Context: an optimization exercise on an open-source flow, tuned for small area, a short achievable clock period and few clock cycles per item. The choices shown serve that exercise and are no tape-out recipe.
Where RTL was checked, it was by simulation tests only, not by an equivalence proof against the original.
Power figures rest on the tool's default switching activity, not on a simulated workload.

== v6 ==
==> module sorted_unique_set_engine, before the edit <==
module sorted_unique_set_engine (
  input  wire logic        clk,
  input  wire logic        rst_n,
  input  wire logic        in_valid,
  output logic             in_ready,
  input  wire logic [1:0]  in_kind,
  input  wire logic [31:0] in_value,
  output logic             out_valid,
  input  wire logic        out_ready,
  output logic             out_was_present,
  output logic [1:0]       out_status,
  output logic [4:0]       out_entry_count
);
  localparam int N = sus_pkg::CAPACITY;
  logic          rdy_r;
  logic          acc;
  logic [N-1:0]  slot_vld;
  logic [N-1:0]  slot_vld_nxt;   
  logic [N-1:0]  eq_v;
  sus_pkg::cnt_t cnt_r;
  logic          b_vld;
  logic          b_ins, b_del;
  logic [N-1:0]  b_match;      
  logic [N/4-1:0] b_grp;       
  logic [N-1:0]  loc;          
  logic          present;
  logic          full;
  logic          do_ins, do_del;
  logic [N-1:0]  tgt;          
  sus_pkg::cnt_t cnt_nxt;
  logic [1:0]    status;
  logic [7:0]    res;
  assign in_ready = rdy_r;
  assign acc      = in_valid && rdy_r;
  for (genvar i = 0; i < N; i++) begin : g_cell
    sus_cell u_cell (
      .clk     (clk),
      .vld_nxt (slot_vld_nxt[i]),
      .key     (in_value),
      .eq      (eq_v[i])
    );
    if (i == 0) begin : g_first
      assign tgt[i] = !slot_vld[i];
    end else begin : g_rest
      assign tgt[i] = !slot_vld[i] && (&slot_vld[i-1:0]);
    end
  end
  always_ff @(posedge clk) begin
    b_vld   <= rst_n && acc;
    b_ins   <= in_kind == sus_pkg::KIND_INSERT;
    b_del   <= in_kind == sus_pkg::KIND_DELETE;
    b_match <= eq_v & slot_vld_nxt;
    for (int g = 0; g < N / 4; g++) b_grp[g] <= |(eq_v[4*g +: 4] & slot_vld_nxt[4*g +: 4]);
  end
  assign loc     = b_match;
  assign present = |b_grp;
  assign full    = cnt_r[sus_pkg::CNT_W-1];
  assign do_ins  = b_vld && b_ins && !present && !full;
  assign do_del  = b_vld && b_del && present;
  assign slot_vld_nxt = (slot_vld & ~({N{b_vld && b_del}} & loc))
                      | ({N{do_ins}} & tgt);
  always_comb begin
    cnt_nxt = cnt_r;
    if (do_ins) cnt_nxt = cnt_r + 1'b1;
    if (do_del) cnt_nxt = cnt_r - 1'b1;
  end
  always_comb begin
    status = sus_pkg::ST_DONE;
    if (b_ins) begin
      if (present)   status = sus_pkg::ST_NOCHG;
      else if (full) status = sus_pkg::ST_FULL;
    end else if (b_del) begin
      if (!present)  status = sus_pkg::ST_NOCHG;
    end
  end
  assign res = {present, status, cnt_nxt};
  always_ff @(posedge clk) begin
    if (!rst_n) begin
      slot_vld <= '0;
      cnt_r    <= '0;
    end else begin
      slot_vld <= slot_vld_nxt;
      cnt_r    <= cnt_nxt;
    end
  end
  localparam int D = 3;
  logic [D-1:0]       q_vld;
  logic [7:0]         h_dat;     
  logic [D-1:1][3:0]  q_dat;     
  logic               pop;
  logic [D-1:0]       q_sh;      
  logic [D-1:0]       q_vld_nxt;
  logic [3:0]         res_s;     
  logic [4:0]         nxt_cnt;   
  assign res_s = {res[7:5], do_ins || do_del};
  assign pop  = q_vld[0] && out_ready;
  assign q_sh = pop ? {1'b0, q_vld[D-1:1]} : q_vld;
  assign q_vld_nxt = b_vld ? {q_sh[D-2:0], 1'b1} : q_sh;
  always_ff @(posedge clk) begin
    if (!rst_n) begin
      q_vld <= '0;
      rdy_r <= 1'b1;
    end else begin
      q_vld <= q_vld_nxt;
      rdy_r <= !q_vld_nxt[D-1] && !(q_vld_nxt[D-2] && acc);
    end
  end
  always_comb begin
    nxt_cnt = h_dat[4:0];
    if (q_dat[1][0]) nxt_cnt = q_dat[1][3] ? h_dat[4:0] - 1'b1 : h_dat[4:0] + 1'b1;
  end
  always_ff @(posedge clk) begin
    if (!q_sh[0])  h_dat <= res;
    else if (pop)  h_dat <= {q_dat[1][3:1], nxt_cnt};
  end
  for (genvar p = 1; p < D; p++) begin : g_q
    logic [3:0] nxt;    
    if (p < D - 1) begin : g_sh
      assign nxt = pop ? q_dat[p+1] : q_dat[p];
    end else begin : g_last
      assign nxt = q_dat[p];
    end
    always_ff @(posedge clk) begin
      q_dat[p] <= q_sh[p] ? nxt : res_s;
    end
  end
  assign out_valid       = q_vld[0];
  assign out_was_present = h_dat[7];
  assign out_status      = h_dat[6:5];
  assign out_entry_count = h_dat[4:0];
endmodule
export LEC_CHECK = 0
export CAP_MARGIN = 20
export CORE_MARGIN = 2
export CORE_UTILIZATION = 40
export SETUP_SLACK_MARGIN = 3.7
export SLEW_MARGIN = 20
create_clock -name core_clock -period 6.0 [get_ports {clk}]
standard.sh (not shown) runs the stock make flow with config.mk's settings and CLKGATE_MAP_FILE= SYNTH_SCRIPT=/design/flow/synth_recipe.tcl, a recipe that flattens the netlist after the stock synthesis.
==> flow/flow/run.sh <==
#!/bin/bash
# The standard layout (standard.sh) with two changes: clock tree synthesis
# uses larger sink clusters and no dummy loads, for a smaller clock tree; and
# the buffers that the standard flow puts on every input and output port are
# buf_2 cells instead of delay buffers. Everything else (synthesis, floorplan,
# power grid, placement, routing) is the standard flow's. make's full output
# goes to flow_make.log.
set -euo pipefail
CTS="-sink_clustering_enable -repair_clock_nets -sink_clustering_size 25 -sink_clustering_max_diameter 70 -dont_use_dummy_load"
BUF="-buffer_cell sky130_fd_sc_hd__buf_2"
sed "s|\"\${@:-finish}\"|CTS_ARGS=\"$CTS\" BUFFER_PORTS_ARGS=\"$BUF\" \"\${@:-finish}\"|" standard.sh > lean.sh
grep -q "CTS_ARGS=" lean.sh
bash lean.sh > flow_make.log 2>&1
--- input diff v6..v7 ---
-- flow/design.v --
<<< v6, line 46
  logic          rdy_r;
  logic          acc;
  logic [N-1:0]  slot_vld;
  logic [N-1:0]  slot_vld_nxt;   
>>> v7, line 46
  logic          rdy_r;
  logic          acc;
  logic          a_vld;
  logic [1:0]    a_kind;
  sus_pkg::val_t a_key;
  logic [N-1:0]  slot_vld;
  logic [N-1:0]  slot_vld_nxt;   
<<< v6, line 59
  logic          do_ins, do_del;
  logic [N-1:0]  tgt;          
  sus_pkg::cnt_t cnt_nxt;
  logic [1:0]    status;
>>> v7, line 62
  logic          do_ins, do_del;
  logic [N-1:0]  tgt;          
  logic [N-1:0]  spare;        
  logic [N-1:0]  spare_first;  
  logic [N-1:0]  tgt_nxt;
  sus_pkg::cnt_t cnt_nxt;
  logic [1:0]    status;
<<< v6, line 68
      .clk     (clk),
      .vld_nxt (slot_vld_nxt[i]),
      .key     (in_value),
      .eq      (eq_v[i])
    );
    if (i == 0) begin : g_first
      assign tgt[i] = !slot_vld[i];
    end else begin : g_rest
      assign tgt[i] = !slot_vld[i] && (&slot_vld[i-1:0]);
    end
  end
  always_ff @(posedge clk) begin
    b_vld   <= rst_n && acc;
    b_ins   <= in_kind == sus_pkg::KIND_INSERT;
    b_del   <= in_kind == sus_pkg::KIND_DELETE;
    b_match <= eq_v & slot_vld_nxt;
    for (int g = 0; g < N / 4; g++) b_grp[g] <= |(eq_v[4*g +: 4] & slot_vld_nxt[4*g +: 4]);
>>> v7, line 74
      .clk     (clk),
      .vld_nxt (slot_vld_nxt[i]),
      .key     (a_key),
      .eq      (eq_v[i])
    );
    if (i == 0) begin : g_first
      assign spare_first[i] = spare[i];
    end else begin : g_rest
      assign spare_first[i] = spare[i] && !(|spare[i-1:0]);
    end
  end
  always_ff @(posedge clk) begin
    a_vld   <= rst_n && acc;
    a_kind  <= in_kind;
    a_key   <= in_value;
    b_vld   <= rst_n && a_vld;
    b_ins   <= a_kind == sus_pkg::KIND_INSERT;
    b_del   <= a_kind == sus_pkg::KIND_DELETE;
    b_match <= eq_v & slot_vld_nxt;
    for (int g = 0; g < N / 4; g++) b_grp[g] <= |(eq_v[4*g +: 4] & slot_vld_nxt[4*g +: 4]);
<<< v6, line 89
  assign do_ins  = b_vld && b_ins && !present && !full;
  assign do_del  = b_vld && b_del && present;
  assign slot_vld_nxt = (slot_vld & ~({N{b_vld && b_del}} & loc))
                      | ({N{do_ins}} & tgt);
>>> v7, line 98
  assign do_ins  = b_vld && b_ins && !present && !full;
  assign do_del  = b_vld && b_del && present;
  assign spare   = ~slot_vld & ~tgt;
  assign tgt_nxt = do_ins ? spare_first
                 : ((|tgt) ? tgt : ({N{b_vld && b_del}} & loc));
  assign slot_vld_nxt = (slot_vld & ~({N{b_vld && b_del}} & loc))
                      | ({N{do_ins}} & tgt);
<<< v6, line 109
    if (!rst_n) begin
      slot_vld <= '0;
      cnt_r    <= '0;
    end else begin
      slot_vld <= slot_vld_nxt;
      cnt_r    <= cnt_nxt;
    end
  end
  localparam int D = 3;
  logic [D-1:0]       q_vld;
  logic [7:0]         h_dat;     
>>> v7, line 121
    if (!rst_n) begin
      slot_vld <= '0;
      tgt      <= N'(1);
      cnt_r    <= '0;
    end else begin
      slot_vld <= slot_vld_nxt;
      tgt      <= tgt_nxt;
      cnt_r    <= cnt_nxt;
    end
  end
  localparam int D = 4;
  logic [D-1:0]       q_vld;
  logic [7:0]         h_dat;     
<<< v6, line 134
    end else begin
      q_vld <= q_vld_nxt;
      rdy_r <= !q_vld_nxt[D-1] && !(q_vld_nxt[D-2] && acc);
    end
  end
>>> v7, line 148
    end else begin
      q_vld <= q_vld_nxt;
      rdy_r <= !q_vld_nxt[D-1]
            && !(q_vld_nxt[D-2] && (acc || a_vld))
            && !(q_vld_nxt[D-3] && acc && a_vld);
    end
  end
Findings:
sky130_fd_sc_hd__edfxtp_1 as the slowest cell on the critical path was reported by v7, and sky130_fd_sc_hd__nor4_4 by v6. Taking v6 as the reference, in v7 floorplan die area increased by 7.0% relative to the old numbers; fmax increased by about 3.5% relative to the old numbers; clock-pin slew reported for the worst setup and hold paths after clock tree synthesis stayed essentially flat; fraction of power consumed by sequential logic fell by 0.2 points; hold path depth -1. NOTE final area v6->v7 increased by a few percent. The run showing the smaller minimum clock period after layout is v7. Against v6, post-synthesis instance area in v7 rose by a little under 10%. The final reports for v7 and v6 show routed via count divided by cell count lower in the former.
Testbench counts of v7, summed over its fixed seeds: cycles 32,024, items 32,000.
No functional check of the RTL was part of v6.

* * *

== run A ==
sorted_unique_set_engine, a different RTL version from the one above (not shown whole).
Size: ~1600 cells after synthesis, ~48 I/O pins.
==> module sorted_unique_set_engine, before the edit <==
module sorted_unique_set_engine (
  input  wire logic        clk,
  input  wire logic        rst_n,
  input  wire logic        in_valid,
  output logic             in_ready,
  input  wire logic [1:0]  in_kind,
  input  wire logic [31:0] in_value,
  output logic             out_valid,
  input  wire logic        out_ready,
  output logic             out_was_present,
  output logic [1:0]       out_status,
  output logic [4:0]       out_entry_count
);
  localparam int N = sus_pkg::CAPACITY;
  logic          rdy_r;
  logic          acc;
  logic          a_vld;
  logic [1:0]    a_kind;
  sus_pkg::val_t a_key;
  logic [N-1:0]  slot_vld;
  logic [N-1:0]  slot_vld_nxt;   
  logic [N-1:0]  eq_v;
  sus_pkg::cnt_t cnt_r;
  logic          b_vld;
  logic          b_ins, b_del;
  logic [N-1:0]  b_match;      
  logic          present;
  logic          full;
  logic          do_ins, do_del;
  logic [N-1:0]  first_free;
  logic [N-1:0]  hit;
  sus_pkg::cnt_t cnt_nxt;
  logic [1:0]    status;
  logic [7:0]    res;
  assign in_ready = rdy_r;
  assign acc      = in_valid && rdy_r;
  for (genvar i = 0; i < N; i++) begin : g_cell
    sus_cell u_cell (
      .clk     (clk),
      .vld_nxt (slot_vld_nxt[i]),
      .key     (a_key),
      .eq      (eq_v[i])
    );
    if (i == 0) begin : g_first
      assign first_free[i] = !slot_vld[i];
    end else begin : g_rest
      assign first_free[i] = !slot_vld[i] && (&slot_vld[i-1:0]);
    end
  end
  always_ff @(posedge clk) begin
    a_vld   <= rst_n && acc;
    a_kind  <= in_kind;
    a_key   <= in_value;
    b_vld   <= rst_n && a_vld;
    b_ins   <= a_kind == sus_pkg::KIND_INSERT;
    b_del   <= a_kind == sus_pkg::KIND_DELETE;
    b_match <= eq_v;
  end
  assign hit     = b_match & slot_vld;
  assign present = |hit;
  assign full    = cnt_r[sus_pkg::CNT_W-1];
  assign do_ins  = b_vld && b_ins && !present && !full;
  assign do_del  = b_vld && b_del && present;
  assign slot_vld_nxt = (slot_vld & ~({N{b_vld && b_del}} & hit))
                      | ({N{b_vld && b_ins && !present}} & first_free);
  always_comb begin
    cnt_nxt = cnt_r;
    if (do_ins) cnt_nxt = cnt_r + 1'b1;
    if (do_del) cnt_nxt = cnt_r - 1'b1;
  end
  always_comb begin
    status = sus_pkg::ST_DONE;
    if (b_ins) begin
      if (present)   status = sus_pkg::ST_NOCHG;
      else if (full) status = sus_pkg::ST_FULL;
    end else if (b_del) begin
      if (!present)  status = sus_pkg::ST_NOCHG;
    end
  end
  assign res = {present, status, cnt_nxt};
  always_ff @(posedge clk) begin
    if (!rst_n) begin
      slot_vld <= '0;
      cnt_r    <= '0;
    end else begin
      slot_vld <= slot_vld_nxt;
      cnt_r    <= cnt_nxt;
    end
  end
  localparam int D = 4;
  logic [D-1:0]       q_vld;
  logic [D-1:0][7:0]  q_dat;
  logic               pop;
  logic [D-1:0]       q_sh;      
  logic [D-1:0]       q_vld_nxt;
  assign pop  = q_vld[0] && out_ready;
  assign q_sh = pop ? {1'b0, q_vld[D-1:1]} : q_vld;
  assign q_vld_nxt = b_vld ? {q_sh[D-2:0], 1'b1} : q_sh;
  always_ff @(posedge clk) begin
    if (!rst_n) begin
      q_vld <= '0;
      rdy_r <= 1'b1;
    end else begin
      q_vld <= q_vld_nxt;
      rdy_r <= !q_vld_nxt[D-1]
            && !(q_vld_nxt[D-2] && (acc || a_vld))
            && !(q_vld_nxt[D-3] && acc && a_vld);
    end
  end
  for (genvar p = 0; p < D; p++) begin : g_q
    logic [7:0] nxt;    
    if (p < D - 1) begin : g_sh
      assign nxt = pop ? q_dat[p+1] : q_dat[p];
    end else begin : g_last
      assign nxt = q_dat[p];
    end
    always_ff @(posedge clk) begin
      q_dat[p] <= q_sh[p] ? nxt : res;
    end
  end
  assign out_valid       = q_vld[0];
  assign out_was_present = q_dat[0][7];
  assign out_status      = q_dat[0][6:5];
  assign out_entry_count = q_dat[0][4:0];
endmodule
Settings: LEC_CHECK=0, CAP_MARGIN=20, CORE_MARGIN=2, CORE_UTILIZATION=40, SETUP_SLACK_MARGIN=3.8, SLEW_MARGIN=20; clock period 6.0 ns.
run.sh (not shown) runs the stock make flow with config.mk's settings and CLKGATE_MAP_FILE= SYNTH_SCRIPT=/design/flow/synth_recipe.tcl, a recipe that flattens the netlist after the stock synthesis.
Stock flow here: none of the scripts above is used.
### run A -> run B
--- a/flow/design.v
+++ b/flow/design.v
@@ -55,11 +55,16 @@
   logic          b_vld;
   logic          b_ins, b_del;
   logic [N-1:0]  b_match;      
+  logic          b_pre;        
+  logic          b_same;       
+  logic [N-1:0]  o_loc;        
+  logic          o_after;      
+  logic          a_pre, a_same;
+  logic [N-1:0]  loc;          
   logic          present;
   logic          full;
   logic          do_ins, do_del;
   logic [N-1:0]  first_free;
-  logic [N-1:0]  hit;
   sus_pkg::cnt_t cnt_nxt;
   logic [1:0]    status;
   logic [7:0]    res;
@@ -78,6 +83,8 @@
       assign first_free[i] = !slot_vld[i] && (&slot_vld[i-1:0]);
     end
   end
+  assign a_pre  = |(eq_v & slot_vld);
+  assign a_same = b_vld && ((|(eq_v & ~slot_vld)) || (|(eq_v & loc)));
   always_ff @(posedge clk) begin
     a_vld   <= rst_n && acc;
     a_kind  <= in_kind;
@@ -85,15 +92,19 @@
     b_vld   <= rst_n && a_vld;
     b_ins   <= a_kind == sus_pkg::KIND_INSERT;
     b_del   <= a_kind == sus_pkg::KIND_DELETE;
-    b_match <= eq_v;
+    b_match <= eq_v & slot_vld;
+    b_pre   <= a_pre;
+    b_same  <= a_same;
+    o_loc   <= b_del ? '0 : (do_ins ? first_free : loc);
+    o_after <= !b_del && (present || do_ins);
   end
-  assign hit     = b_match & slot_vld;
-  assign present = |hit;
+  assign loc     = b_same ? o_loc : b_match;
+  assign present = b_same ? o_after : b_pre;
   assign full    = cnt_r[sus_pkg::CNT_W-1];
   assign do_ins  = b_vld && b_ins && !present && !full;
   assign do_del  = b_vld && b_del && present;
-  assign slot_vld_nxt = (slot_vld & ~({N{b_vld && b_del}} & hit))
-                      | ({N{b_vld && b_ins && !present}} & first_free);
+  assign slot_vld_nxt = (slot_vld & ~({N{b_vld && b_del}} & loc))
+                      | ({N{do_ins}} & first_free);
   always_comb begin
     cnt_nxt = cnt_r;
     if (do_ins) cnt_nxt = cnt_r + 1'b1;
### Flow results
Number of vias per cell after detailed routing (run B over run A): increase, about 2%. Run B against run A: logic gate share of total power moved up; via count moved up; total power moved up; post-synthesis cell count moved up. Compared with run A, run B shows number of nets in the final layout that has gone up by a little under 10%. Min relative contribution of the clock network to total power across run A and run B: run A. Area of the die, run A and run B, lower one = run A. The count of standard-cell rows of run B is higher than that of run A. Number of buffers added for setup after CTS was lower in run A than in run B. The run showing the greater met1 track utilization from global routing is run B.
Function was not checked in any run of this note: the RTL went through the layout flow alone.

-- what the ideal ports hide --
No port has a modelled driver above. Below, the same layouts with a new extraction and two added sets of constraints. Step 1: set_driving_cell puts a clkbuf_16 on clk and a buf_2 on each other input, an assumption about the parent block. Step 2 also shifts input and output timing later by t, the mid clock arrival at the registers, as if the neighbouring blocks saw the same clock. Three values: no drivers, after step 1, after step 2; two values: the first two.
run | t, ns | setup WS [ns] | worst setup path after step 2 | clock arrival spread, ns | worst slew at a driven data input, ns
v6 | 0.641 | 3.639 / 3.593 / 3.008 | input to register | 0.059 / 0.059 | 0.06
v7 | 0.612 | 3.719 / 3.656 / 3.306 | input to register | 0.101 / 0.101 | 0.03
run A | 0.648 | 3.518 / 3.518 / 3.313 | input to register | 0.019 / 0.020 | 0.05
run B | 0.657 | 3.454 / 3.454 / 3.256 | input to register | 0.033 / 0.033 | 0.05
After both steps setup and hold are still met in every run listed. For v6, which loses most, drivers alone change the setup slack by -0.046 ns; drivers and shift together by -0.631 ns.
